What follows belongs to an exercise in optimizing a design on an open flow for small area and few clock cycles per item; a production flow would make more cautious choices. In this exercise RTL edits were held to simulation tests only and were not proved equivalent to the original.

==> flow/design.v <==
`timescale 1ns / 1ps
`default_nettype none
package aesk_pkg;
   localparam int unsigned KEY_WIDTH   = 128;
   localparam int unsigned ROUND_WIDTH = 4;
   localparam int unsigned RSP_WIDTH   = 136;
   localparam int unsigned RSP_PAD     = RSP_WIDTH - ROUND_WIDTH - KEY_WIDTH;
   localparam logic [ROUND_WIDTH-1:0] LAST_ROUND = 4'd10;
endpackage
`default_nettype wire
`timescale 1ns / 1ps
`default_nettype none
module aesk_sbox (
   input  wire logic [7:0] data_in,
   output logic      [7:0] data_out
);
   logic U0, U1, U2, U3, U4, U5, U6, U7;
   logic T1, T2, T3, T4, T5, T6, T7, T8, T9, T10;
   logic T11, T12, T13, T14, T15, T16, T17, T18, T19, T20;
   logic T21, T22, T23, T24, T25, T26, T27, M1, M2, M3;
   logic M4, M5, M6, M7, M8, M9, M10, M11, M12, M13;
   logic M14, M15, M16, M17, M18, M19, M20, M21, M22, M23;
   logic M24, M25, M26, M27, M28, M29, M30, M31, M32, M33;
   logic M34, M35, M36, M37, M38, M39, M40, M41, M42, M43;
   logic M44, M45, M46, M47, M48, M49, M50, M51, M52, M53;
   logic M54, M55, M56, M57, M58, M59, M60, M61, M62, M63;
   logic L0, L1, L2, L3, L4, L5, L6, L7, L8, L9;
   logic L10, L11, L12, L13, L14, L15, L16, L17, L18, L19;
   logic L20, L21, L22, L23, L24, L25, L26, L27, L28, L29;
   logic S0, S1, S2, S3, S4, S5, S6, S7;
   assign {U0, U1, U2, U3, U4, U5, U6, U7} = data_in;
   assign T1 = U0 ^ U3;
   assign T2 = U0 ^ U5;
   assign T3 = U0 ^ U6;
   assign T4 = U3 ^ U5;
   assign T5 = U4 ^ U6;
   assign T6 = T1 ^ T5;
   assign T7 = U1 ^ U2;
   assign T8 = U7 ^ T6;
   assign T9 = U7 ^ T7;
   assign T10 = T6 ^ T7;
   assign T11 = U1 ^ U5;
   assign T12 = U2 ^ U5;
   assign T13 = T3 ^ T4;
   assign T14 = T6 ^ T11;
   assign T15 = T5 ^ T11;
   assign T16 = T5 ^ T12;
   assign T17 = T9 ^ T16;
   assign T18 = U3 ^ U7;
   assign T19 = T7 ^ T18;
   assign T20 = T1 ^ T19;
   assign T21 = U6 ^ U7;
   assign T22 = T7 ^ T21;
   assign T23 = T2 ^ T22;
   assign T24 = T2 ^ T10;
   assign T25 = T20 ^ T17;
   assign T26 = T3 ^ T16;
   assign T27 = T1 ^ T12;
   assign M1 = T13 & T6;
   assign M2 = T23 & T8;
   assign M3 = T14 ^ M1;
   assign M4 = T19 & U7;
   assign M5 = M4 ^ M1;
   assign M6 = T3 & T16;
   assign M7 = T22 & T9;
   assign M8 = T26 ^ M6;
   assign M9 = T20 & T17;
   assign M10 = M9 ^ M6;
   assign M11 = T1 & T15;
   assign M12 = T4 & T27;
   assign M13 = M12 ^ M11;
   assign M14 = T2 & T10;
   assign M15 = M14 ^ M11;
   assign M16 = M3 ^ M2;
   assign M17 = M5 ^ T24;
   assign M18 = M8 ^ M7;
   assign M19 = M10 ^ M15;
   assign M20 = M16 ^ M13;
   assign M21 = M17 ^ M15;
   assign M22 = M18 ^ M13;
   assign M23 = M19 ^ T25;
   assign M24 = M22 ^ M23;
   assign M25 = M22 & M20;
   assign M26 = M21 ^ M25;
   assign M27 = M20 ^ M21;
   assign M28 = M23 ^ M25;
   assign M29 = M28 & M27;
   assign M30 = M26 & M24;
   assign M31 = M20 & M23;
   assign M32 = M27 & M31;
   assign M33 = M27 ^ M25;
   assign M34 = M21 & M22;
   assign M35 = M24 & M34;
   assign M36 = M24 ^ M25;
   assign M37 = M21 ^ M29;
   assign M38 = M32 ^ M33;
   assign M39 = M23 ^ M30;
   assign M40 = M35 ^ M36;
   assign M41 = M38 ^ M40;
   assign M42 = M37 ^ M39;
   assign M43 = M37 ^ M38;
   assign M44 = M39 ^ M40;
   assign M45 = M42 ^ M41;
   assign M46 = M44 & T6;
   assign M47 = M40 & T8;
   assign M48 = M39 & U7;
   assign M49 = M43 & T16;
   assign M50 = M38 & T9;
   assign M51 = M37 & T17;
   assign M52 = M42 & T15;
   assign M53 = M45 & T27;
   assign M54 = M41 & T10;
   assign M55 = M44 & T13;
   assign M56 = M40 & T23;
   assign M57 = M39 & T19;
   assign M58 = M43 & T3;
   assign M59 = M38 & T22;
   assign M60 = M37 & T20;
   assign M61 = M42 & T1;
   assign M62 = M45 & T4;
   assign M63 = M41 & T2;
   assign L0 = M61 ^ M62;
   assign L1 = M50 ^ M56;
   assign L2 = M46 ^ M48;
   assign L3 = M47 ^ M55;
   assign L4 = M54 ^ M58;
   assign L5 = M49 ^ M61;
   assign L6 = M62 ^ L5;
   assign L7 = M46 ^ L3;
   assign L8 = M51 ^ M59;
   assign L9 = M52 ^ M53;
   assign L10 = M53 ^ L4;
   assign L11 = M60 ^ L2;
   assign L12 = M48 ^ M51;
   assign L13 = M50 ^ L0;
   assign L14 = M52 ^ M61;
   assign L15 = M55 ^ L1;
   assign L16 = M56 ^ L0;
   assign L17 = M57 ^ L1;
   assign L18 = M58 ^ L8;
   assign L19 = M63 ^ L4;
   assign L20 = L0 ^ L1;
   assign L21 = L1 ^ L7;
   assign L22 = L3 ^ L12;
   assign L23 = L18 ^ L2;
   assign L24 = L15 ^ L9;
   assign L25 = L6 ^ L10;
   assign L26 = L7 ^ L9;
   assign L27 = L8 ^ L10;
   assign L28 = L11 ^ L14;
   assign L29 = L11 ^ L17;
   assign S0 = L6 ^ L24;
   assign S1 = ~(L16 ^ L26);
   assign S2 = ~(L19 ^ L28);
   assign S3 = L6 ^ L21;
   assign S4 = L20 ^ L22;
   assign S5 = L25 ^ L29;
   assign S6 = ~(L13 ^ L27);
   assign S7 = ~(L6 ^ L23);
   assign data_out = {S0, S1, S2, S3, S4, S5, S6, S7};
endmodule
`default_nettype wire
`timescale 1ns / 1ps
`default_nettype none
import aesk_pkg::*;
module aesk_ctrl (
   input  wire logic                              clock,
   input  wire logic                              reset,
   input  wire logic                              req_tvalid,
   output logic                                   req_tready,
   input  wire logic                              rsp_tready,
   output logic                                   rsp_tvalid,
   output logic                                   rsp_last,
   output logic [aesk_pkg::ROUND_WIDTH-1:0]       round,
   output logic                                   load_key,
   output logic                                   advance
);
   logic                   valid_ff;
   logic [ROUND_WIDTH-1:0] round_ff;
   logic                   last_taken;
   assign rsp_last   = round_ff[3] & round_ff[1];
   assign last_taken = rsp_tready & rsp_last;
   assign req_tready = !valid_ff || last_taken;
   assign load_key   = req_tvalid && req_tready;
   assign advance    = valid_ff && rsp_tready && !rsp_last;
   always_ff @(posedge clock) begin
      if (reset) begin
         valid_ff <= 1'b0;
      end else if (load_key) begin
         valid_ff <= 1'b1;
      end else if (last_taken) begin
         valid_ff <= 1'b0;
      end
   end
   always_ff @(posedge clock) begin
      if (load_key) begin
         round_ff <= '0;
      end else if (advance) begin
         round_ff <= round_ff + 4'd1;
      end
   end
   assign rsp_tvalid = valid_ff;
   assign round      = round_ff;
endmodule
`default_nettype wire
`timescale 1ns / 1ps
`default_nettype none
import aesk_pkg::*;
module aesk_datapath (
   input  wire logic                              clock,
   input  wire logic                              load_key,
   input  wire logic                              advance,
   input  wire logic [aesk_pkg::ROUND_WIDTH-1:0]  round,
   input  wire logic [aesk_pkg::KEY_WIDTH-1:0]    key_in,
   output logic      [aesk_pkg::KEY_WIDTH-1:0]    key_out
);
   logic [KEY_WIDTH-1:0] work_ff;
   logic [31:0]          sub_word;
   logic [7:0]           round_const;
   logic [31:0]          temp_word;
   logic [31:0]          w0_next;
   logic [31:0]          w1_next;
   logic [31:0]          w2_next;
   logic [31:0]          w3_next;
   aesk_sbox u_sbox3 (.data_in(work_ff[23:16]), .data_out(sub_word[31:24]));
   aesk_sbox u_sbox2 (.data_in(work_ff[15:8]),  .data_out(sub_word[23:16]));
   aesk_sbox u_sbox1 (.data_in(work_ff[7:0]),   .data_out(sub_word[15:8]));
   aesk_sbox u_sbox0 (.data_in(work_ff[31:24]), .data_out(sub_word[7:0]));
   always_comb begin
      case (round)
         4'd0:    round_const = 8'h01;
         4'd1:    round_const = 8'h02;
         4'd2:    round_const = 8'h04;
         4'd3:    round_const = 8'h08;
         4'd4:    round_const = 8'h10;
         4'd5:    round_const = 8'h20;
         4'd6:    round_const = 8'h40;
         4'd7:    round_const = 8'h80;
         4'd8:    round_const = 8'h1b;
         4'd9:    round_const = 8'h36;
         default: round_const = 8'h00;
      endcase
   end
   assign temp_word = sub_word ^ {round_const, 24'h000000};
   assign w0_next   = work_ff[127:96] ^ temp_word;
   assign w1_next   = work_ff[95:64] ^ w0_next;
   assign w2_next   = work_ff[63:32] ^ w1_next;
   assign w3_next   = work_ff[31:0] ^ w2_next;
   always_ff @(posedge clock) begin
      if (load_key) begin
         work_ff <= key_in;
      end else if (advance) begin
         work_ff <= {w0_next, w1_next, w2_next, w3_next};
      end
   end
   assign key_out = work_ff;
endmodule
`default_nettype wire
`timescale 1ns / 1ps
`default_nettype none
import aesk_pkg::*;
module aes128_key_expansion (
   input  wire logic         clock,
   input  wire logic         reset,
   input  wire logic         req_tvalid,
   output logic              req_tready,
   input  wire logic [127:0] req_tdata,
   output logic              rsp_tvalid,
   input  wire logic         rsp_tready,
   output logic [135:0]      rsp_tdata,
   output logic              rsp_tlast
);
   logic [ROUND_WIDTH-1:0] rsp_round;
   logic [KEY_WIDTH-1:0]   rsp_key;
   logic                   load_key;
   logic                   advance;
   aesk_ctrl u_ctrl (
      .clock      (clock),
      .reset      (reset),
      .req_tvalid (req_tvalid),
      .req_tready (req_tready),
      .rsp_tready (rsp_tready),
      .rsp_tvalid (rsp_tvalid),
      .rsp_last   (rsp_tlast),
      .round      (rsp_round),
      .load_key   (load_key),
      .advance    (advance)
   );
   aesk_datapath u_datapath (
      .clock    (clock),
      .load_key (load_key),
      .advance  (advance),
      .round    (rsp_round),
      .key_in   ({req_tdata[63:0], req_tdata[127:64]}),
      .key_out  (rsp_key)
   );
   assign rsp_tdata = {{RSP_PAD{1'b0}}, rsp_key[63:0], rsp_key[127:64], rsp_round};
endmodule
`default_nettype wire
==> flow/run.sh <==
#!/bin/bash
# synth_recipe.tcl (not shown) runs the flow's synth.tcl, then flattens the netlist and writes it again
# the make line also repeats each setting of config.mk as NAME=value (left out here)
make -C /OpenROAD-flow-scripts/flow DESIGN_CONFIG=/design/flow/config.mk WORK_HOME=/design/flow/orfs CLKGATE_MAP_FILE= SYNTH_SCRIPT=/design/flow/synth_recipe.tcl finish
==> flow/config.mk <==
export PLATFORM = sky130hd
export DESIGN_NAME = aes128_key_expansion
export DESIGN_NICKNAME = aes128_key_expansion
export VERILOG_FILES = /design/flow/design.v
export SDC_FILE = /design/flow/constraint.sdc
export NUM_CORES = 4
export LEC_CHECK = 0
export CAP_MARGIN = 20
export CORE_MARGIN = 2
export CORE_UTILIZATION = 40
export SLEW_MARGIN = 20
==> flow/constraint.sdc <==
create_clock -name core_clock -period 5.3 [get_ports {clock}]
set_input_delay 1.0600 -clock core_clock [delete_from_list [all_inputs] [get_ports {clock}]]
set_output_delay 1.0600 -clock core_clock [all_outputs]
set_load 0.01 [all_outputs]
==> results by group, run 1 <==
Run status
  – Status: timing/DRC/antenna clean

Clocking
  – CTS Hold Buffers Added: 0
  – Max clock buf depth: 2
  – Num Clock Sinks: 141
  – CTS buffer count: 17
  – Clk pin slew, worst setup/hold paths: 0.07 ns
  – Clock root cell: clkbuf_16
  – CTS tree: built
  – Clk Latency, worst-skew pair: 0.46 ns
  – H-tree levels: 4

Timing
  – Worst-Margin Slew: 0.855 ns
  – Final clock skew: 0.0169 ns
  – Slew headroom: 42.6%
  – Fin crit share: 96.5%
  – Final Setup Violations: 0
  – Hold Vio Cnt, Final: 0
  – Tmin final: 5.12 ns
  – Final Max Tran Viols: 0
  – Maximum clock frequency: 195 MHz
  – Min setup slack post-route: 0.185 ns

Detailed routing
  – First-iteration detailed-routing DRC count: 1093
  – Antenna Nets Post-Route: 0
  – Final wirelength: 54600 um
  – Drt drc: 0
  – Pre-Repair DR Iteration Count: 6
  – Routed length per instance: 20.6 um
  – Via count: 14584
  – Via/cell ratio: 5.50

Floorplan
  – Initial Util: 40.7%
  – Core area: 37700 sq um
  – Die ar.: 39900 sq um
  – Die height: 200 um
  – IO Pins: 271
  – Chip Width: 200 um
  – Row cnt: 71

Setup path
  – CP Class: register to register
  – Slowest stage delay, CP: 0.53 ns
  – CP dominant cell by count: a21oi_1
  – CP Cell Sequence: xor3_2 > xnor2_4 > xnor2_2 > ha_4 > or3b_2 > mux2i_2 > a2111oi_4 > buf_4 > xnor2_1 > mux2i_1 > a32oi_1 > a21oi_1 > a21oi_1 > xnor3_2 > xor2_2 > a21o_1 > a221oi_1 > o21bai_1
  – Arrival time worst endpoint: 5.31 ns
  – CP max-delay cell: xnor3_2
  – Critical Path RT: 5.49 ns
  – Critical path peak fanout: 8
  – Top Family by Delay on Critical Path: XOR/XNOR gates
  – Startpoint types: register
  – CP Capture Type: register
  – Crit path buf inv count: 1

Layout
  – Layout Utilization: 54.9%
  – Fillcell total: 3527
  – Register area: 4100 sq um
  – Area Growth Syn to Fin: 34.8%
  – Nets: 2263
  – Multi-input gate area: 10900 sq um
  – Layout cells sized above 1: 17.0%

Placement
  – GP Congestion: 0.935
  – Port buffer count: 266
  – DP Wirelength: 42500 um
  – Setup WS pre-CTS: -0.0551 ns

Synth
  – Post-synthesis mux area share: 2.93%
  – Syn Area/Cell: 8.86 sq um
  – Post-synthesis sequential area ratio: 26.8%
  – Synth async-reset ratio: 0%
  – Synth Area in Simple Gates: 15.7%
  – Combinational family with the most area after synthesis: XOR/XNOR gates
  – FF+latch count, synth: 141
  – Yosys warns: 2
  – Area share of xor/xnor cells in the synthesized design: 31.2%
  – EDFF count, synth: 128
  – Top_reg_cell synth: edfxtp_1
  – Synth Area in Compound Gates: 18.6%
  – Yosys cell types: 98
  – Synthesized area: 15300 sq um
  – Cells after synthesis: 1730
  – Synth Area in Adders: 0.800%

Global route
  – Overall routing resource usage: 27.0%
  – Vias in the first global route: 13950
  – Pin count of the biggest net entering global routing: 129
  – GRT Residual Overflow: 0
  – Antenna violations before repair: 4
  – First-pass GRT wire length: 82400 um

Min path
  – Worst Hold Class: register to register

Flow run
  – Max cap viols: 0
cells by family (layout without fill, tap and decap cells):
kind of cell | Yosys count | count (layout)
DFF | 141 | 141
AOI/OAI and AO/OA | 422 | 422
and+or+nand+nor | 537 | 537
xor gates and xnor gates | 447 | 447
other | 1 | 8
buffers and inverters | 130 | 532
adders and majority gates | 10 | 10
muxes | 42 | 42
stage by stage:
step | setup TNS, ns | std cells | hold WS [ns] | instance area, sq um
floorplan | 0 | 1733 | 0.549 | 15400
global placement | -0.153 | 2603 | 0.532 | 19800
detailed placement | -0.0551 | 2603 | 0.546 | 19800
CTS | 0 | 2635 | 0.569 | 20300
global route | -0.0433 | 2649 | 0.622 | 20700
finish | 0 | 2650 | 0.562 | 20700
worst register-to-register path: cells and delay by family (launching register included):
family | cells | cell delay, ns
fa+ha+maj | 1 | 0.21
xor+xnor | 6 | 1.98
buf+inv | 1 | 0.18
flops | 1 | 0.42
mux | 2 | 0.36
compound gates | 7 | 1.25
simple gates | 1 | 0.46
sequential cells by signal (all words and copies together) (netlist names):
register / flops
u_datapath.work_ff: 128
u_ctrl.round_ff: 4
u_ctrl.valid_ff: 1
u_datapath.round_const: 8
cells in the mapped netlist (all sizes together) (5+ instances only):
cell type  count  share of area, %
a2111oi       11               1.1
a211o          5              0.29
a211oi        19               1.0
a21o           8              0.39
a21oi        114               3.8
a221oi         9              0.74
a22o           5              0.29
a22oi         18              0.88
a2bb2oi        5              0.29
a31oi         16              0.65
a32oi          8              0.51
and2          12              0.49
and3           7              0.29
buf           55               2.1
clkbuf        53               1.3
dfxtp         13               1.7
edfxtp       128                25
ha             9              0.73
inv           22              0.54
mux2          10              0.73
mux2i         31               2.0
nand2        170               4.2
nand2b        10              0.41
nand3         43               1.5
nor2         205               5.1
nor2b          9              0.37
nor3          34               1.1
nor4          17              0.82
o211a          6              0.39
o211ai        18              0.88
o21a           5              0.25
o21ai        102               3.4
o221ai         9              0.51
o22ai         21              0.86
o31ai          5              0.24
or2            7              0.29
or3            7              0.32
xnor2        271                17
xnor3         31               4.6
xor2         136               8.2
xor3           9               1.4
per-layer routing:
| metal | vias to the layer above | share of wire, % | global-route usage (%) |
|---|---|---|---|
| li1 | 6952 | - | - |
| met1 | 6996 | 46 | 38.5 |
| met2 | 548 | 45 | 42.0 |
| met3 | 88 | 6.6 | 4.47 |
| met4 | 0 | 2.8 | 7.98 |
| met5 | - | 0 | 0 |
cell usage in the layout, fill, tap and decap left out, drive strengths merged, types with 19 or more instances in the layout:
cell and n:
clkbuf 21, edfxtp 128, xnor3 31, nor3 34, buf 212, mux2i 31
nand3 43, o21ai 102, nor2 205, xnor2 271, a21oi 114, o22ai 21
clkdlybuf4s50 266, xor2 136, inv 30, nand2 170, a211oi 19
layout make-up:
type | count | area share (%)
antenna | 4 | 0.0484
clock buffer | 21 | 2.28
inverter | 22 | 0.400
clock inverter | 11 | 0.381
tap | 511 | 3.09
sequential | 141 | 19.9
multi-input combinational | 1462 | 53.0
timing repair buffer | 478 | 21.0
path summary, 6_finish.rpt:
kind | startpoint | end | slack (ns) | cells after the start
min reg2reg | u_ctrl.valid_ff$_SDFFE_PP0P_ | u_ctrl.valid_ff$_SDFFE_PP0P_ | 0.56 | 2
min | u_ctrl.valid_ff$_SDFFE_PP0P_ | u_ctrl.valid_ff$_SDFFE_PP0P_ | 0.56 | 2
max | u_datapath.work_ff[23]$_DFFE_PP_ | u_datapath.work_ff[26]$_DFFE_PP_ | 0.18 | 18
max reg2reg | u_datapath.work_ff[23]$_DFFE_PP_ | u_datapath.work_ff[26]$_DFFE_PP_ | 0.18 | 18
repair_timing:
action / CTS / global route
pin swaps: 0 / 9
endpoints found under the hold margin: 0 / 0
setup buffers: 0 / 11
gates resized for setup: 4 / 32
setup endpoints to repair: 3 / 43
gates cloned: 0 / 0
Testbench counts, summed over its fixed seeds: cycles 5,640, items 512.
==> inputs of run 2 (changes only) <==
--- a/flow/design.v
+++ b/flow/design.v
@@ -226,21 +226,15 @@
    aesk_sbox u_sbox2 (.data_in(work_ff[15:8]),  .data_out(sub_word[23:16]));
    aesk_sbox u_sbox1 (.data_in(work_ff[7:0]),   .data_out(sub_word[15:8]));
    aesk_sbox u_sbox0 (.data_in(work_ff[31:24]), .data_out(sub_word[7:0]));
-   always_comb begin
-      case (round)
-         4'd0:    round_const = 8'h01;
-         4'd1:    round_const = 8'h02;
-         4'd2:    round_const = 8'h04;
-         4'd3:    round_const = 8'h08;
-         4'd4:    round_const = 8'h10;
-         4'd5:    round_const = 8'h20;
-         4'd6:    round_const = 8'h40;
-         4'd7:    round_const = 8'h80;
-         4'd8:    round_const = 8'h1b;
-         4'd9:    round_const = 8'h36;
-         default: round_const = 8'h00;
-      endcase
-   end
+   logic [7:0] low_hot;
+   logic       r8;
+   logic       r9;
+   assign low_hot = {7'd0, !round[3]} << round[2:0];
+   assign r8      = round[3] & !round[0];
+   assign r9      = round[3] & round[0];
+   assign round_const = {low_hot[7], low_hot[6], low_hot[5] | r9, low_hot[4] | round[3],
+                         low_hot[3] | r8, low_hot[2] | r9, low_hot[1] | round[3],
+                         low_hot[0] | r8};
    assign temp_word = sub_word ^ {round_const, 24'h000000};
    assign w0_next   = work_ff[127:96] ^ temp_word;
    assign w1_next   = work_ff[95:64] ^ w0_next;
==> flow/flow/run.sh (new file) <==
#!/bin/bash
# Own flow: the standard layout, with one change to synthesis: the
# abc technology-mapping step uses flow/abc_area_nf.script instead of ORFS's
# speed script. Everything else (front end, flip-flop mapping, flatten,
# rename, floorplan to finish) is the standard flow.
set -euo pipefail
W=$PWD
cat flow/abc_override.tcl synth_recipe.tcl > my_synth.tcl
sed "s#$W/synth_recipe.tcl#$W/my_synth.tcl#g" standard.sh > my_standard.sh
grep -q my_synth.tcl my_standard.sh
export MY_ABC_SCRIPT=$W/flow/abc_area_nf.script
bash my_standard.sh synth > synth.log 2>&1
bash my_standard.sh finish > layout.log 2>&1
==> flow/flow/abc_area_nf.script (new file) <==
strash
&get -n
&dch -f
&nf -p -R 1000
&put
==> flow/flow/abc_override.tcl (new file) <==
# Prepended to synth_recipe.tcl: every liberty-mapping abc call uses an
# area-oriented mapping script (structural choices, then &nf area recovery)
# in place of ORFS's speed script. Registers are untouched (no -dff).
proc abc {args} {
  set i [lsearch -exact $args -script]
  if {$i >= 0} {
    set args [lreplace $args $i [expr {$i + 1}] -script $::env(MY_ABC_SCRIPT)]
  }
  yosys abc {*}$args
}
==> flow/standard.sh (new file) <==
#!/bin/bash
# synth_recipe.tcl (not shown) runs the flow's synth.tcl, then flattens the netlist and writes it again
# the make line also repeats each setting of config.mk as NAME=value (left out here)
make -C /OpenROAD-flow-scripts/flow DESIGN_CONFIG=/design/flow/config.mk WORK_HOME=/design/flow/orfs CLKGATE_MAP_FILE= SYNTH_SCRIPT=/design/flow/synth_recipe.tcl "${@:-finish}"
removed: flow/run.sh
==> results by group, run 2 <==
Clocking
  – CTS buffer count: 17
  – H-tree levels: 4
  – CTS tree: built
  – Clk Latency, worst-skew pair: 0.43 ns
  – Clk pin slew, worst setup/hold paths: 0.07 ns
  – Max clock buf depth: 2
  – Num Clock Sinks: 133
  – Clock root cell: clkbuf_16

Min path
  – Worst Hold Class: register to register

Synth
  – Post-synthesis sequential area ratio: 38.9%
  – Top_reg_cell synth: edfxtp_1
  – Syn Area/Cell: 9.44 sq um
  – Top cell type's share of synthesized area: 37.9%
  – Yosys warns: 2
  – Most common cell in the synthesized netlist: xnor2_1
  – FF+latch count, synth: 133
  – Cells after synthesis: 1073
  – Synthesized area: 10100 sq um
  – Synth cell count leaders: 276 x xnor2_1, 219 x nand2_1, 175 x xor2_1
  – Top cells by area, synth: edfxtp_1 38%, xnor2_1 24%, xor2_1 15%
  – Yosys cell types: 24
  – EDFF count, synth: 128
  – Synth async-reset ratio: 0%
  – Synth area leader: edfxtp_1

Timing
  – Tmin final: 5.14 ns
  – Final Max Tran Viols: 0
  – Final clock skew: 0.0161 ns
  – RSZ-0062 raised after global routing: true
  – Hold Vio Cnt, Final: 0
  – Slew headroom: 26.0%
  – Maximum clock frequency: 195 MHz
  – Fin crit share: 97.0%
  – Hold_ws: 0.625 ns
  – Worst-Margin Slew: 1.11 ns
  – Final Setup Violations: 0

Layout
  – Largest register FFs: 128
  – Antenna Cells: 0
  – Layout Cells excl Fill: 1823
  – Commonest non-fill, non-tap cell in the layout: clkdlybuf4s50_1
  – Area Growth Syn to Fin: 55.2%
  – Nets: 1621
  – Largest Register: u_datapath.work_ff
  – Commonest cells after routing, fill and taps aside: 266 x clkdlybuf4s50_1, 215 x nand2_1, 210 x xnor2_1
  – Layout cells sized above 1: 18.6%

Global route
  – First-pass GRT wire length: 43600 um
  – GRT Residual Overflow: 0
  – Antenna violations before repair: 0
  – Overall routing resource usage: 20.8%
  – Vias in the first global route: 8397
  – Pin count of the biggest net entering global routing: 94

Detailed routing
  – Final wirelength: 29200 um
  – First-iteration detailed-routing DRC count: 517
  – Via/cell ratio: 4.69
  – Met2 wire len: 14100 um
  – Via count: 8542
  – Antenna Nets Post-Route: 0
  – Met1 wire length: 13200 um
  – Pre-Repair DR Iteration Count: 7
  – Top Metal Used: met4
  – Routed length per instance: 16.0 um
  – Drt drc: 0
  – Routed wire length on met3: 1580 um

Setup path
  – Arrival time worst endpoint: 5.27 ns
  – R2R setup slack: 0.16 ns
  – Critical Path RT: 5.43 ns
  – Worst Setup EP: u_datapath.work_ff[7]$_DFFE_PP_
  – Reg2reg path depth: 21
  – Startpoint types: register
  – Critical path peak fanout: 4
  – Reg2reg start: u_datapath.work_ff[29]$_DFFE_PP_
  – FF-to-FF End: u_datapath.work_ff[7]$_DFFE_PP_
  – CP Class: register to register
  – Crit path launch: u_datapath.work_ff[29]$_DFFE_PP_
  – CP Capture Type: register

Floorplan
  – Chip Width: 163 um
  – Initial Util: 40.5%
  – Die height: 163 um
  – Core area: 25000 sq um
  – Row cnt: 58
  – IO Pins: 271
  – Die ar.: 26600 sq um

Placement
  – Port buffer count: 266
  – DP Wirelength: 21400 um
  – GP Congestion: 0.857
  – Cells after DPL: 1748

Run status
  – Status: timing/DRC/antenna clean

Flow run
  – Max cap viols: 0
==> run 2: cell count changes after synthesis, moves of 30 or more <==
cell      change
nor2_1      -125
a21oi_1      -72
clkbuf_1     -53
nand2_1      +49
xor2_1       +47
nand3_1      -39
xnor3_1      -31
nor3_1       -30
==> run 2: worst max-delay path, cell delays in order, from the launching register on <==
cell      delay, ns
edfxtp_1       0.50
xor2_2         0.23
xnor2_2        0.26
buf_4          0.19
xor2_1         0.25
xnor2_1        0.18
nand2_1        0.11
xnor2_1        0.15
nor2_1         0.22
xor2_1         0.24
mux2i_2        0.38
xor2_2         0.24
xnor2_1        0.17
nand2_1        0.12
xnor2_2        0.16
xnor2_1        0.31
buf_4          0.21
xor2_1         0.26
xnor2_1        0.22
xnor2_1        0.20
xor2_1         0.17
a21oi_1        0.08
==> run 2: worst min path at each step <==
stage / from / to / slack, ns / cells after the start
2_1_floorplan: u_ctrl.round_ff[1]$_SDFFE_PP0P_ / u_ctrl.round_ff[1]$_SDFFE_PP0P_ / 0.62 / 2
3_3_place_gp: u_ctrl.valid_ff$_SDFFE_PP0P_ / u_ctrl.valid_ff$_SDFFE_PP0P_ / 0.62 / 2
3_5_place_dp: u_ctrl.valid_ff$_SDFFE_PP0P_ / u_ctrl.valid_ff$_SDFFE_PP0P_ / 0.63 / 2
4_1_cts: u_ctrl.valid_ff$_SDFFE_PP0P_ / u_ctrl.valid_ff$_SDFFE_PP0P_ / 0.64 / 2
5_1_grt: u_ctrl.valid_ff$_SDFFE_PP0P_ / u_ctrl.valid_ff$_SDFFE_PP0P_ / 0.69 / 2
6_report: u_ctrl.valid_ff$_SDFFE_PP0P_ / u_ctrl.valid_ff$_SDFFE_PP0P_ / 0.62 / 2
==> run 2: routing by layer <==
layer / up-vias / global-route usage (%)
li1: 4305 / -
met1: 4008 / 28.5
met2: 219 / 34.0
met3: 10 / 4.57
met4: 0 / 3.86
met5: - / 0
==> run 2: cells by family after synthesis <==
logic type / count (synthesis) / synth area share (%)
xor+xnor: 451 / 39.0
simple gates: 343 / 13.8
flops: 133 / 38.9
compound gates: 123 / 6.21
fa+ha+maj: 9 / 1.11
buf+inv: 8 / 0.444
mux: 5 / 0.494
other cells: 1 / 0.0370
==> run 2: repair_timing <==
item,4_1_cts,5_1_grt
hold buffers,0,0
endpoints found under the setup margin,18,68
pin swaps,0,73
gates resized for setup,8,129
buffers inserted,0,43
==> run 2: per-stage QoR <==
step | worst slack [ns] | area, sq um | util [%] | setup TNS (ns)
floorplan | 0.0516 | 10100 | - | 0
detailed placement | -0.105 | 13800 | 55.3 | -0.255
CTS | -0.00440 | 14500 | 57.9 | -0.00440
finish | 0.159 | 15700 | 62.8 | 0
global placement | -0.0704 | 13800 | 55.3 | -0.0704
global route | -0.179 | 15700 | 62.8 | -1.73
==> run 2: layout make-up <==
type	count	area, sq um
flip-flops and latches	133	3940
multi-input cells	935	7160
inverters	4	15.0
fillers	2117	9310
clock buffers	19	433
repair buffers	389	3610
well taps	330	413
clock inverters	13	149
Testbench counts of run 2, summed over its fixed seeds: cycles 5,640, items 512.
==> inputs of run 3 (changes only) <==
==> flow/flow/run.sh (replaced) <==
#!/bin/bash
# Own flow: the standard layout with two changes:
#  - synthesis: the abc technology-mapping step uses flow/abc_area_nf.script
#    instead of ORFS's speed script (front end, flip-flop mapping, flatten and
#    rename are the standard ones);
#  - placement: every port still gets a buffer, but buffer_ports uses the
#    1x buffer (sky130_fd_sc_hd__buf_1) rather than the cell it picks itself.
set -euo pipefail
W=$PWD
cat flow/abc_override.tcl synth_recipe.tcl > my_synth.tcl
sed "s#$W/synth_recipe.tcl#$W/my_synth.tcl#g" standard.sh > my_standard.sh
grep -q my_synth.tcl my_standard.sh
export MY_ABC_SCRIPT=$W/flow/abc_area_nf.script
export BUFFER_PORTS_ARGS="-buffer_cell sky130_fd_sc_hd__buf_1"
bash my_standard.sh synth > synth.log 2>&1
bash my_standard.sh finish > layout.log 2>&1
--- a/flow/config.mk
+++ b/flow/config.mk
@@ -8,4 +8,5 @@
 export CAP_MARGIN = 20
 export CORE_MARGIN = 2
 export CORE_UTILIZATION = 40
+export CTS_BUF_LIST = sky130_fd_sc_hd__clkbuf_4 sky130_fd_sc_hd__clkbuf_8
 export SLEW_MARGIN = 20
==> results by group, run 3 <==
Run status
  – Status: timing/DRC/antenna clean

Setup path
  – Critical path peak fanout: 5
  – Reg2reg path depth: 23
  – R2R setup slack: 0.11 ns
  – FF-to-FF End: u_datapath.work_ff[18]$_DFFE_PP_
  – Slowest stage delay, CP: 0.44 ns
  – CP max-delay cell: edfxtp_1
  – CP Class: register to register
  – Reg2reg start: u_datapath.work_ff[15]$_DFFE_PP_
  – CP dominant cell by count: xnor2_1
  – Critical Path RT: 5.45 ns
  – CP Capture Type: register
  – Startpoint types: register
  – Arrival time worst endpoint: 5.34 ns
  – CP Cell Sequence: xor2_2 > buf_4 > xnor2_1 > nand2_1 > xor2_2 > xnor2_2 > xnor2_2 > nor2_1 > xnor2_1 > mux2i_2 > buf_4 > xor2_2 > xnor2_1 > nand2_1 > xor2_2 > xor2_1 > buf_4 > xor2_1 > xnor2_1 > xnor2_1 > xnor2_1 > xor2_1 > a21oi_1

Detailed routing
  – Via count: 8635
  – Antenna Nets Post-Route: 0
  – Routed length per instance: 15.6 um
  – Routed wire length on met3: 1470 um
  – Pre-Repair DR Iteration Count: 5
  – Drt drc: 0
  – Top Metal Used: met4
  – Final wirelength: 28300 um
  – First-iteration detailed-routing DRC count: 435
  – Met2 wire len: 13900 um
  – Met1 wire length: 12500 um
  – Via/cell ratio: 4.75

Layout
  – Fillcell total: 2305
  – Layout cells sized above 1: 17.4%
  – Largest register FFs: 128
  – Final Cell Area: 13800 sq um
  – Commonest cells after routing, fill and taps aside: 266 x buf_1, 216 x nand2_1, 214 x xnor2_1
  – Layout Utilization: 55.0%
  – Largest Register: u_datapath.work_ff
  – Nets: 1617
  – Commonest non-fill, non-tap cell in the layout: buf_1
  – Area Growth Syn to Fin: 35.8%
  – Antenna Cells: 0

Clocking
  – Clock root cell: clkbuf_8
  – CTS tree: built
  – Clk pin slew, worst setup/hold paths: 0.08 ns
  – CTS buffer count: 17
  – Num Clock Sinks: 133
  – Clk Latency, worst-skew pair: 0.46 ns
  – CTS Hold Buffers Added: 0
  – Max clock buf depth: 2
  – H-tree levels: 4

Synth
  – Synthesized area: 10100 sq um
  – Yosys warns: 2
  – Synth cell count leaders: 276 x xnor2_1, 219 x nand2_1, 175 x xor2_1
  – Top_reg_cell synth: edfxtp_1
  – Yosys cell types: 24
  – Cells after synthesis: 1073
  – Synth async-reset ratio: 0%
  – Most common cell in the synthesized netlist: xnor2_1
  – FF+latch count, synth: 133
  – Post-synthesis sequential area ratio: 38.9%
  – Syn Area/Cell: 9.44 sq um
  – EDFF count, synth: 128
  – Synth area leader: edfxtp_1
  – Top cell type's share of synthesized area: 37.9%
  – Top cells by area, synth: edfxtp_1 38%, xnor2_1 24%, xor2_1 15%

Global route
  – Pin count of the biggest net entering global routing: 129
  – Antenna violations before repair: 0
  – First-pass GRT wire length: 42400 um
  – Overall routing resource usage: 20.0%
  – GRT Residual Overflow: 0
  – Vias in the first global route: 8338

Timing
  – Hold Vio Cnt, Final: 0
  – Worst-Margin Slew: 1.06 ns
  – RSZ-0062 raised after global routing: true
  – Final Max Tran Viols: 0
  – Maximum clock frequency: 193 MHz
  – Tmin final: 5.19 ns
  – Fin crit share: 98.0%
  – Hold_ws: 0.622 ns
  – Final Setup Violations: 0
  – Final clock skew: 0.0215 ns
  – Min setup slack post-route: 0.106 ns
  – Slew headroom: 29.0%

Placement
  – Port buffer count: 266
  – DP Area: 12200 sq um
  – Setup WS pre-CTS: -0.0896 ns
  – DP Wirelength: 20500 um
  – GP Congestion: 0.927

Floorplan
  – Row cnt: 58
  – Chip Width: 163 um
  – Core area: 25000 sq um
  – Die ar.: 26600 sq um
  – IO Pins: 271
  – Die height: 163 um
  – Initial Util: 40.5%

Min path
  – Hold depth: 2
  – HP Start: u_ctrl.valid_ff$_SDFFE_PP0P_
  – Worst Hold Class: register to register
  – Hold EP: u_ctrl.valid_ff$_SDFFE_PP0P_

Flow run
  – Max cap viols: 0
-- run 3: cell counts after synthesis --
No cell type changed its count.
-- run 3: logic make-up (layout without fill, tap and decap cells) --
kind of cell | count (synthesis) | after routing | share of synthesized area [%]
AO/OA/AOI/OAI | 123 | 123 | 6.21
buffers and inverters | 8 | 419 | 0.444
adder cells (fa/ha/maj) | 9 | 9 | 1.11
AND/OR/NAND/NOR | 343 | 343 | 13.8
XOR/XNOR | 451 | 451 | 39.0
multiplexers | 5 | 5 | 0.494
other | 1 | 4 | 0.0370
flip-flops | 133 | 133 | 38.9
-- run 3: critical path, delay by kind of cell, from the launching register on --
| kind | cells | cell delay (ns) |
|---|---|---|
| AO/OA/AOI/OAI | 1 | 0.08 |
| XOR/XNOR | 15 | 3.12 |
| buffers and inverters | 3 | 0.51 |
| flip-flops | 1 | 0.44 |
| multiplexers | 1 | 0.29 |
| AND/OR/NAND/NOR | 3 | 0.46 |
-- run 3: final cells by class --
type	instances	area [sq um]	area share [%]
clock buffers	18	241	1.75
clock inverters	12	205	1.49
inverters	4	15.0	0.109
multi-input cells	935	7030	51.1
flip-flops and latches	133	3940	28.6
well taps	330	413	3.00
repair buffers	385	1920	13.9
-- run 3: worst max path at each step --
stage                                     startpoint                               end  slack (ns)  cells past startpoint
floorplan            u_datapath.work_ff[1]$_DFFE_PP_  u_datapath.work_ff[10]$_DFFE_PP_        0.05                     20
global placement    u_datapath.work_ff[29]$_DFFE_PP_   u_datapath.work_ff[2]$_DFFE_PP_       -0.09                     21
detailed placement  u_datapath.work_ff[29]$_DFFE_PP_   u_datapath.work_ff[2]$_DFFE_PP_       -0.09                     21
CTS                 u_datapath.work_ff[29]$_DFFE_PP_   u_datapath.work_ff[3]$_DFFE_PP_       -0.03                     22
global route        u_datapath.work_ff[13]$_DFFE_PP_  u_datapath.work_ff[18]$_DFFE_PP_       -0.19                     21
finish              u_datapath.work_ff[15]$_DFFE_PP_  u_datapath.work_ff[18]$_DFFE_PP_        0.11                     23
-- run 3: per-stage QoR --
step | setup TNS, ns | std cells
3_3_place_gp | -0.0866 | 1747
6_report | 0 | 1817
4_1_cts | -0.0341 | 1778
5_1_grt | -2.55 | 1817
3_5_place_dp | -0.323 | 1747
2_1_floorplan | 0 | 1076
-- run 3: metal layers --
layer,up-vias,GRT usage (%)
met4,0,4.22
met5,-,0
met3,26,3.83
li1,4299,-
met1,4061,26.5
met2,249,34.1
-- run 3: timing repair --
item	CTS	global route
pin swaps	0	58
endpoints found under the setup margin	18	65
buffers inserted	1	39
resized for setup	8	110
==> inputs of run 4 (changes only) <==
--- a/flow/design.v
+++ b/flow/design.v
@@ -236,10 +236,14 @@
                          low_hot[3] | r8, low_hot[2] | r9, low_hot[1] | round[3],
                          low_hot[0] | r8};
    assign temp_word = sub_word ^ {round_const, 24'h000000};
+   logic [31:0] w01;
+   logic [31:0] w23;
+   assign w01       = work_ff[127:96] ^ work_ff[95:64];
+   assign w23       = work_ff[63:32] ^ work_ff[31:0];
    assign w0_next   = work_ff[127:96] ^ temp_word;
-   assign w1_next   = work_ff[95:64] ^ w0_next;
+   assign w1_next   = w01 ^ temp_word;
    assign w2_next   = work_ff[63:32] ^ w1_next;
-   assign w3_next   = work_ff[31:0] ^ w2_next;
+   assign w3_next   = w23 ^ w1_next;
    always_ff @(posedge clock) begin
       if (load_key) begin
          work_ff <= key_in;
==> results by group, run 4 <==
Synth
  – Yosys cell types: 27
  – Yosys warns: 2
  – Synth async-reset ratio: 0%
  – Synth area leader: edfxtp_1
  – Top cell type's share of synthesized area: 37.4%
  – Post-synthesis sequential area ratio: 38.3%
  – Top cells by area, synth: edfxtp_1 37%, xnor2_1 25%, xor2_1 15%
  – Top_reg_cell synth: edfxtp_1
  – Syn Area/Cell: 9.40 sq um
  – Synth cell count leaders: 293 x xnor2_1, 181 x nand2_1, 171 x xor2_1
  – EDFF count, synth: 128
  – Cells after synthesis: 1094
  – Most common cell in the synthesized netlist: xnor2_1
  – FF+latch count, synth: 133
  – Synthesized area: 10300 sq um

Min path
  – HP Start: u_ctrl.valid_ff$_SDFFE_PP0P_
  – Worst Hold Class: register to register

Global route
  – Overall routing resource usage: 19.7%
  – Met2 Use GR: 32.0%
  – Vias in the first global route: 8257
  – Gr busiest metal: met2
  – Antenna violations before repair: 0
  – Met3 Track Usage GR: 3.77%
  – GRT Residual Overflow: 0
  – Pin count of the biggest net entering global routing: 121
  – First-pass GRT wire length: 42400 um
  – Met1 Use GR: 27.5%

Timing
  – Fin crit share: 100%
  – Tmin final: 5.31 ns
  – Min setup slack post-route: -0.0143 ns
  – Maximum clock frequency: 188 MHz
  – Final Max Tran Viols: 0
  – Final Setup Violations: 4
  – Worst-Margin Slew: 0.949 ns
  – Hold Vio Cnt, Final: 0
  – RSZ-0062 raised after global routing: true
  – Final clock skew: 0.0250 ns
  – Slew headroom: 36.7%

Clocking
  – Max clock buf depth: 2
  – CTS tree: built
  – CTS buffer count: 17
  – Num Clock Sinks: 133
  – Clk Latency, worst-skew pair: 0.46 ns
  – H-tree levels: 4
  – Clk pin slew, worst setup/hold paths: 0.10 ns
  – Clock root cell: clkbuf_8

Placement
  – DP Area: 12300 sq um
  – GP Congestion: 0.910
  – Setup WS pre-CTS: -0.149 ns
  – Port buffer count: 266
  – DP Wirelength: 20700 um

Run status
  – Status: complete, but fails checks
  – SO Viols: setup timing

Layout
  – Largest Register: u_datapath.work_ff
  – Final Cell Area: 14100 sq um
  – Commonest cells after routing, fill and taps aside: 266 x buf_1, 224 x xnor2_1, 177 x nand2_1
  – Largest register FFs: 128
  – Area Growth Syn to Fin: 37.1%
  – Layout cells sized above 1: 19.2%
  – Layout Utilization: 56.0%
  – Antenna Cells: 0
  – Nets: 1645
  – Commonest non-fill, non-tap cell in the layout: buf_1

Setup path
  – CP Capture Type: register
  – Critical Path RT: 5.50 ns
  – Arrival time worst endpoint: 5.52 ns
  – Crit path launch: u_datapath.work_ff[11]$_DFFE_PP_
  – Startpoint types: register
  – CP Class: register to register
  – Reg2reg start: u_datapath.work_ff[11]$_DFFE_PP_
  – Critical path peak fanout: 4
  – R2R setup slack: -0.01 ns

Floorplan
  – Core area: 25200 sq um
  – Die height: 164 um
  – Chip Width: 164 um
  – Row cnt: 58
  – Initial Util: 40.9%
  – Die ar.: 27000 sq um
  – IO Pins: 271

Detailed routing
  – Final wirelength: 28500 um
  – Drt drc: 0
  – Pre-Repair DR Iteration Count: 5
  – Antenna Nets Post-Route: 0
  – Via count: 8745
  – First-iteration detailed-routing DRC count: 463
  – Via/cell ratio: 4.73
  – Routed length per instance: 15.4 um

Flow run
  – Max cap viols: 0
-- run 4: cell types whose count changed in the layout (fill, tap and decap cells not counted), moves of 4 or more --
cell and delta:
xnor2_1 +10, o21ai_1 +4, nand2_1 -39, xnor2_2 +6, xor2_1 -19, bufinv_16 -4, xor2_2 +14, o21ai_0 -16
nor2_1 +31, buf_4 +5, a21oi_1 +27
-- run 4: final cells by class --
type	count	area, sq um
Clock buffer	19	255
Clock inverter	13	128
Fill cell	2317	11100
Inverter	3	11.3
Multi-Input combinational cell	957	7390
Sequential cell	133	3940
Tap cell	330	413
Timing Repair Buffer	392	1970
-- run 4: path summary, 6_finish.rpt --
check,endpoint,depth (start not counted)
worst min register to register,u_ctrl.valid_ff$_SDFFE_PP0P_,2
worst max register to register,u_datapath.work_ff[18]$_DFFE_PP_,24
worst max-delay path,u_datapath.work_ff[18]$_DFFE_PP_,24
worst min-delay path,u_ctrl.valid_ff$_SDFFE_PP0P_,2
-- run 4: worst max-delay path: stages (launching register included) --
cell	delay, ns
edfxtp_1	0.53
xor2_4	0.25
buf_12	0.15
xnor2_4	0.25
xnor2_2	0.12
ha_1	0.33
xnor2_2	0.16
xnor2_2	0.17
xnor2_2	0.27
xor2_1	0.20
mux2i_1	0.27
xor2_1	0.29
buf_4	0.16
buf_4	0.11
nand2_2	0.08
xor2_4	0.20
xor2_2	0.20
xor2_1	0.18
xnor2_1	0.25
xor2_1	0.24
xnor2_1	0.20
xnor2_1	0.18
nor2_1	0.07
nor2_1	0.12
a21oi_2	0.07
-- run 4: routing by layer --
layer | share of wire (%) | up-vias
met4 | 1.1 | 0
met1 | 47 | 4093
li1 | - | 4388
met3 | 4.7 | 29
met2 | 48 | 235
met5 | 0 | -
-- run 4: repair_timing --
action,4_1_cts,5_1_grt
hold endpoints to repair,0,0
hold buffers,0,0
pin swaps,2,91
resized for setup,10,136
setup buffers,3,46
setup endpoints to repair,13,85
-- run 4: through the flow --
stage	std cells	TNS, ns	hold WS [ns]
CTS	1802	0	0.617
global route	1847	-3.19	0.666
global placement	1767	-0.722	0.593
finish	1847	-0.0219	0.615
detailed placement	1767	-0.517	0.604
floorplan	1097	0	0.619
-- run 4: kinds of logic (layout without fill, tap and decap cells) --
family,Yosys count,in the layout,share of synthesized area [%]
buffers and inverters,7,427,0.401
AO/OA/AOI/OAI,143,143,7.20
flip-flops,133,133,38.3
XOR/XNOR,464,464,39.5
AND/OR/NAND/NOR,335,335,13.2
multiplexers,2,2,0.195
adder cells (fa/ha/maj),9,9,1.09
other,1,4,0.0365
Testbench counts of run 4, summed over its fixed seeds: cycles 5,640, items 512.
==> inputs of run 5 (changes only) <==
--- a/flow/design.v
+++ b/flow/design.v
@@ -236,20 +236,16 @@
                          low_hot[3] | r8, low_hot[2] | r9, low_hot[1] | round[3],
                          low_hot[0] | r8};
    assign temp_word = sub_word ^ {round_const, 24'h000000};
-   logic [31:0] w01;
-   logic [31:0] w23;
-   assign w01       = work_ff[127:96] ^ work_ff[95:64];
-   assign w23       = work_ff[63:32] ^ work_ff[31:0];
    assign w0_next   = work_ff[127:96] ^ temp_word;
-   assign w1_next   = w01 ^ temp_word;
+   assign w1_next   = work_ff[95:64] ^ w0_next;
    assign w2_next   = work_ff[63:32] ^ w1_next;
-   assign w3_next   = w23 ^ w1_next;
+   assign w3_next   = work_ff[31:0] ^ w2_next;
+   logic hold;
+   assign hold = !(load_key || advance);
    always_ff @(posedge clock) begin
-      if (load_key) begin
-         work_ff <= key_in;
-      end else if (advance) begin
-         work_ff <= {w0_next, w1_next, w2_next, w3_next};
-      end
+      work_ff <= ({KEY_WIDTH{load_key}} & key_in)
+               | ({KEY_WIDTH{advance}} & {w0_next, w1_next, w2_next, w3_next})
+               | ({KEY_WIDTH{hold}} & work_ff);
    end
    assign key_out = work_ff;
 endmodule
==> flow/flow/abc_area_nf.script (replaced) <==
strash
&get -n
&dch -f
&nf -p -R 20
&put
==> results by group, run 5 <==
Run status
  – Status: timing/DRC/antenna clean

Synth
  – Cells after synthesis: 1101
  – Top_reg_cell synth: dfxtp_1
  – Most common cell in the synthesized netlist: xnor2_1
  – Yosys warns: 2
  – EDFF count, synth: 0
  – Synth cell count leaders: 298 x xnor2_1, 169 x nand2_1, 133 x dfxtp_1
  – Top cell type's share of synthesized area: 27.7%
  – Synth async-reset ratio: 0%
  – Synth area leader: dfxtp_1
  – Top cells by area, synth: dfxtp_1 28%, xnor2_1 27%, xor2_1 11%
  – FF+latch count, synth: 133
  – Post-synthesis sequential area ratio: 27.7%
  – Syn Area/Cell: 8.74 sq um
  – Yosys cell types: 30
  – Synthesized area: 9620 sq um

Global route
  – Antenna violations before repair: 4
  – Pin count of the biggest net entering global routing: 114
  – First-pass GRT wire length: 45800 um
  – Vias in the first global route: 8588
  – Overall routing resource usage: 22.6%
  – GRT Residual Overflow: 0

Timing
  – Fin crit share: 94.2%
  – Worst-Margin Slew: 0.846 ns
  – Tmin final: 4.99 ns
  – Hold Vio Cnt, Final: 0
  – Maximum clock frequency: 200 MHz
  – Final clock skew: 0.0170 ns
  – Setup TNS: 0 ns
  – Slew headroom: 43.6%
  – Final Max Tran Viols: 0
  – Final Setup Violations: 0

Layout
  – Largest register FFs: 128
  – Area Growth Syn to Fin: 26.1%
  – Layout cells sized above 1: 8.64%
  – Commonest non-fill, non-tap cell in the layout: xnor2_1
  – Layout Cells excl Fill: 1779
  – Nets: 1587
  – Commonest cells after routing, fill and taps aside: 281 x xnor2_1, 266 x buf_1, 167 x nand2_1
  – Largest Register: u_datapath.work_ff

Flow run
  – Max cap viols: 0

Detailed routing
  – Pre-Repair DR Iteration Count: 5
  – Drt drc: 0
  – Via count: 8888
  – Final wirelength: 29400 um
  – First-iteration detailed-routing DRC count: 586
  – Routed length per instance: 16.6 um
  – Via/cell ratio: 5.00
  – Antenna Nets Post-Route: 0

Floorplan
  – Chip Width: 159 um
  – Core area: 23500 sq um
  – IO Pins: 271
  – Die height: 159 um
  – Initial Util: 40.9%
  – Die ar.: 25300 sq um
  – Row cnt: 56

Placement
  – DP Wirelength: 22600 um
  – Port buffer count: 266
  – Cells after DPL: 1742
  – GP Congestion: 0.919

Min path
  – HP Start: u_datapath.work_ff[80]$_DFF_P_
  – Hold EP: u_datapath.work_ff[80]$_DFF_P_
  – Hold depth: 2
  – Worst Hold Class: register to register

Setup path
  – Reg2reg start: u_datapath.work_ff[30]$_DFF_P_
  – CP Capture Type: register
  – Arrival time worst endpoint: 5.31 ns
  – Startpoint types: register
  – Slowest stage delay, CP: 0.51 ns
  – Critical Path RT: 5.62 ns
  – R2R setup slack: 0.31 ns
  – FF-to-FF End: u_datapath.work_ff[2]$_DFF_P_
  – Critical path peak fanout: 7
  – CP Cell Sequence: xnor3_2 > xor2_1 > xnor2_1 > nand2b_1 > xnor3_1 > nand2b_1 > a21oi_1 > nor2_2 > xnor2_1 > nand2_1 > xor2_1 > xnor2_1 > xnor3_1 > xnor3_1 > xor2_1 > xor2_1 > xnor2_1 > o21ai_0
  – CP Class: register to register
  – CP max-delay cell: dfxtp_1
  – Reg2reg path depth: 18

Clocking
  – Num Clock Sinks: 133
  – Clk Latency, worst-skew pair: 0.46 ns
  – CTS buffer count: 17
  – H-tree levels: 4
  – CTS tree: built
  – Clk pin slew, worst setup/hold paths: 0.09 ns
  – Clock root cell: clkbuf_8
  – Max clock buf depth: 2
==> run 5: changes by cell type after synthesis, moves of 12 or more <==
cell	previous run	this run
a22oi_1	0	128
dfxtp_1	5	133
edfxtp_1	128	0
nor2_1	110	51
a21oi_1	69	14
xor2_1	171	126
o21ai_0	65	83
xnor3_1	0	13
nand2_1	181	169
==> run 5: final cells by class <==
type / instances / area, sq um
sequential: 133 / 2670
multi-input combinational: 966 / 7150
antenna: 2 / 5.00
fill: 2378 / 11400
tap: 319 / 399
inverter: 1 / 3.75
clock buffer: 17 / 234
timing repair buffer: 327 / 1470
clock inverter: 14 / 200
==> run 5: per-layer routing <==
metal | vias up | part of all wire, % | routed length, um | GRT usage, %
li1 | 4447 | - | - | -
met1 | 4170 | 47 | 13800 | 30.2
met2 | 229 | 46 | 13500 | 36.6
met3 | 38 | 5.1 | 1490 | 4.48
met4 | 4 | 2.2 | 645 | 7.60
met5 | - | 0.071 | 21 | 0
==> run 5: how the worst max path moves through the flow <==
stage,startpoint,end,slack (ns),cells past startpoint
after global placement,u_datapath.work_ff[19]$_DFF_P_,u_datapath.work_ff[26]$_DFF_P_,0.23,20
after floorplan,rsp_tready,u_datapath.work_ff[0]$_DFF_P_,-0.70,6
after global routing,u_datapath.work_ff[30]$_DFF_P_,u_datapath.work_ff[2]$_DFF_P_,-0.04,18
final,u_datapath.work_ff[30]$_DFF_P_,u_datapath.work_ff[2]$_DFF_P_,0.31,18
after CTS,u_datapath.work_ff[13]$_DFF_P_,u_datapath.work_ff[16]$_DFF_P_,0.02,19
after detailed placement,u_datapath.work_ff[13]$_DFF_P_,u_datapath.work_ff[16]$_DFF_P_,0.06,19
==> run 5: logic make-up after synthesis <==
family / count (synthesis) / share of synthesized area (%)
xor gates and xnor gates: 441 / 42.6
and+or+nand+nor: 272 / 11.9
AOI/OAI and AO/OA: 240 / 16.2
DFF: 133 / 27.7
adders and majority gates: 9 / 1.17
buffers and inverters: 5 / 0.351
other: 1 / 0.0390
==> run 5: timing repair <==
action	in CTS	in global routing
gates resized for setup	0	28
hold buffers	0	0
setup endpoints to repair	0	38
buffers inserted	0	4
hold endpoints to repair	0	0
==> run 5: critical path: cells and delay by family, from the launching register on <==
family	cells	cell delay, ns
flops	1	0.51
xor+xnor	12	3.47
simple gates	4	0.52
compound gates	2	0.35
==> run 5: per-stage QoR <==
step / setup WS [ns] / hold WS [ns] / cell area [sq um] / util (%)
2_1_floorplan: -0.696 / 0.489 / 9660 / -
3_3_place_gp: 0.229 / 0.467 / 11500 / 48.8
3_5_place_dp: 0.0632 / 0.471 / 11500 / 48.8
4_1_cts: 0.0236 / 0.484 / 11900 / 50.6
5_1_grt: -0.0432 / 0.494 / 12100 / 51.5
6_report: 0.309 / 0.480 / 12100 / 51.5
Testbench counts of run 5, summed over its fixed seeds: cycles 5,640, items 512.
==> inputs of run 6 (changes only) <==
==> flow/flow/abc_area_nf.script (replaced) <==
strash
&get -n
&dch -f
&nf -p -R 1000
&put
==> results by group, run 6 <==
Run status
  – Status: timing/DRC/antenna clean

Global route
  – GRT Residual Overflow: 0
  – Pin count of the biggest net entering global routing: 81
  – Overall routing resource usage: 23.5%
  – Vias in the first global route: 8366
  – First-pass GRT wire length: 45100 um
  – Antenna violations before repair: 0

Floorplan
  – Core area: 23300 sq um
  – Die height: 157 um
  – Initial Util: 40.4%
  – Row cnt: 56
  – IO Pins: 271
  – Die ar.: 24700 sq um
  – Chip Width: 157 um

Synth
  – Combinational family with the most area after synthesis: XOR/XNOR gates
  – Top_reg_cell synth: dfxtp_1
  – Yosys warns: 2
  – Synth cell count leaders: 306 x xnor2_1, 166 x nand2_1, 140 x xor2_1
  – Top cells by area, synth: xnor2_1 29%, dfxtp_1 28%, xor2_1 13%
  – Synthesized area: 9390 sq um
  – Cells after synthesis: 1100
  – Post-synthesis sequential area ratio: 28.3%
  – Synth Area in Adders: 1.20%
  – Syn Area/Cell: 8.54 sq um
  – Top cell type's share of synthesized area: 28.5%
  – Most common cell in the synthesized netlist: xnor2_1
  – FF+latch count, synth: 133
  – Synth Area in Compound Gates: 16.1%
  – Synth area leader: xnor2_1
  – EDFF count, synth: 0
  – Synth Area in Simple Gates: 11.7%
  – Synth async-reset ratio: 0%
  – Yosys cell types: 24
  – Post-synthesis mux area share: 0.213%
  – Area share of xor/xnor cells in the synthesized design: 41.8%

Timing
  – Final Setup Violations: 0
  – Setup TNS: 0 ns
  – Hold Vio Cnt, Final: 0
  – Worst-Margin Slew: 0.895 ns
  – Final clock skew: 0.0187 ns
  – Tmin final: 5.15 ns
  – Maximum clock frequency: 194 MHz
  – RSZ-0062 raised after global routing: true
  – Final Max Tran Viols: 0
  – Slew headroom: 40.3%
  – Fin crit share: 97.2%

Clocking
  – CTS Hold Buffers Added: 0
  – CTS tree: built
  – Clk pin slew, worst setup/hold paths: 0.09 ns
  – Num Clock Sinks: 133
  – Max clock buf depth: 2
  – H-tree levels: 4
  – Clock root cell: clkbuf_8
  – Clk Latency, worst-skew pair: 0.47 ns
  – CTS buffer count: 17

Setup path
  – CP max-delay cell: dfxtp_2
  – Critical Path RT: 5.63 ns
  – Crit path buf inv count: 0
  – CP Class: register to register
  – CP Capture Type: register
  – Critical path peak fanout: 5
  – CP dominant cell by count: xnor2_1
  – Slowest stage delay, CP: 0.41 ns
  – Top Family by Delay on Critical Path: XOR/XNOR gates
  – Startpoint types: register
  – Arrival time worst endpoint: 5.48 ns
  – CP Cell Sequence: xor2_2 > xnor2_1 > xnor2_1 > ha_1 > xnor2_1 > xnor2_1 > xnor2_2 > nor2b_2 > o21ai_1 > o21ai_2 > xor2_1 > xor2_1 > or2_0 > xnor2_1 > xnor2_1 > xnor2_1 > xnor2_1 > xnor2_1 > xnor2_1 > o21ai_0

Layout
  – Layout cells sized above 1: 12.6%
  – Nets: 1613
  – Commonest non-fill, non-tap cell in the layout: xnor2_1
  – Layout Utilization: 53.2%
  – Antenna Cells: 0
  – Largest register FFs: 128
  – Largest Register: u_datapath.work_ff
  – Fillcell total: 2274
  – Area Growth Syn to Fin: 31.7%
  – Multi-input gate area: 7180 sq um
  – Commonest cells after routing, fill and taps aside: 275 x xnor2_1, 266 x buf_1, 166 x nand2_1
  – Register area: 2670 sq um

Detailed routing
  – Via/cell ratio: 4.96
  – Routed length per instance: 16.8 um
  – Via count: 8952
  – Drt drc: 0
  – Antenna Nets Post-Route: 0
  – Pre-Repair DR Iteration Count: 5
  – Final wirelength: 30300 um
  – First-iteration detailed-routing DRC count: 511

Placement
  – DP Wirelength: 22600 um
  – GP Congestion: 0.902
  – Port buffer count: 266

Flow run
  – Max cap viols: 0

Min path
  – Worst Hold Class: register to register
==> run 6: cell families (layout without fill, tap and decap cells) <==
group	count (synthesis)	after routing
simple gates	264	264
buf+inv	8	390
other cells	1	4
flops	133	133
xor+xnor	447	447
mux	2	2
fa+ha+maj	9	9
compound gates	236	236
==> run 6: final cells by class <==
type | count | share of cell area [%]
clock buffers | 18 | 1.95
well taps | 319 | 3.23
multi-input cells | 962 | 58.1
inverters | 4 | 0.121
clock inverters | 14 | 1.63
repair buffers | 354 | 13.4
flip-flops and latches | 133 | 21.6
==> run 6: tightest hold or removal path, stage by stage, from the launching register on <==
cell and delay, ns:
dfxtp_1 0.33, nand2_1 0.06, nand2_1 0.04
==> run 6: final timing paths <==
check                                       start                         endpoint  slack, ns  cells after the start
setup reg to reg   u_datapath.work_ff[11]$_DFF_P_   u_datapath.work_ff[22]$_DFF_P_       0.15                     20
hold / removal    u_datapath.work_ff[109]$_DFF_P_  u_datapath.work_ff[109]$_DFF_P_       0.46                      2
hold reg to reg   u_datapath.work_ff[109]$_DFF_P_  u_datapath.work_ff[109]$_DFF_P_       0.46                      2
setup / recovery   u_datapath.work_ff[11]$_DFF_P_   u_datapath.work_ff[22]$_DFF_P_       0.15                     20
==> run 6: through the flow <==
stage	instance area (sq um)	cells	worst slack, ns	hold WS, ns
after floorplan	9410	1103	0.191	0.485
after global placement	11400	1759	-0.131	0.450
after detailed placement	11400	1759	-0.224	0.456
after CTS	11900	1791	-0.0790	0.468
after global routing	12400	1804	-0.232	0.479
final	12400	1804	0.149	0.464
==> run 6: repair_timing <==
action                                 CTS  global route
endpoints found under the hold margin    0             0
setup endpoints to repair               12            66
pin swaps                                1            18
gates resized for setup                  7            69
setup buffers                            0            13
==> run 6: per-layer routing <==
| metal | global-route usage, % | share of wire [%] | vias up | wire length, um |
|---|---|---|---|---|
| li1 | - | - | 4458 | - |
| met1 | 29.5 | 43 | 4170 | 13000 |
| met2 | 40.8 | 49 | 294 | 14900 |
| met3 | 5.15 | 6.1 | 30 | 1840 |
| met4 | 5.58 | 1.7 | 0 | 501 |
| met5 | 0 | 0 | - | 0 |

re-timing with driven ports:
In the flow no input, the clock included, has a driving cell. The finished layouts below were timed again as built, in two steps.
Step 1 assumes that a clkbuf_16 drives the clock port and a buf_2 every other input.
Step 2 times the ports against the registers' clock, not the clock port: input delays grow and output delays shrink by t, the midpoint of the rising clock arrivals with the driver on.
Three values: ideal ports, drivers, drivers and shift; two values: the first two.
run | t (ns) | setup WS [ns] | hold slack, ns
run 1 | 0.496 | 0.185 / 0.185 / 0.185 | 0.562 / 0.562 / 0.562
run 2 | 0.468 | 0.159 / 0.159 / 0.159 | 0.625 / 0.625 / 0.625
run 3 | 0.489 | 0.106 / 0.106 / 0.106 | 0.622 / 0.622 / 0.622
run 4 | 0.485 | -0.014 / -0.014 / -0.014 | 0.615 / 0.615 / 0.615
run 5 | 0.493 | 0.309 / 0.309 / 0.309 | 0.480 / 0.480 / 0.480
run 6 | 0.496 | 0.149 / 0.149 / 0.149 | 0.464 / 0.464 / 0.464
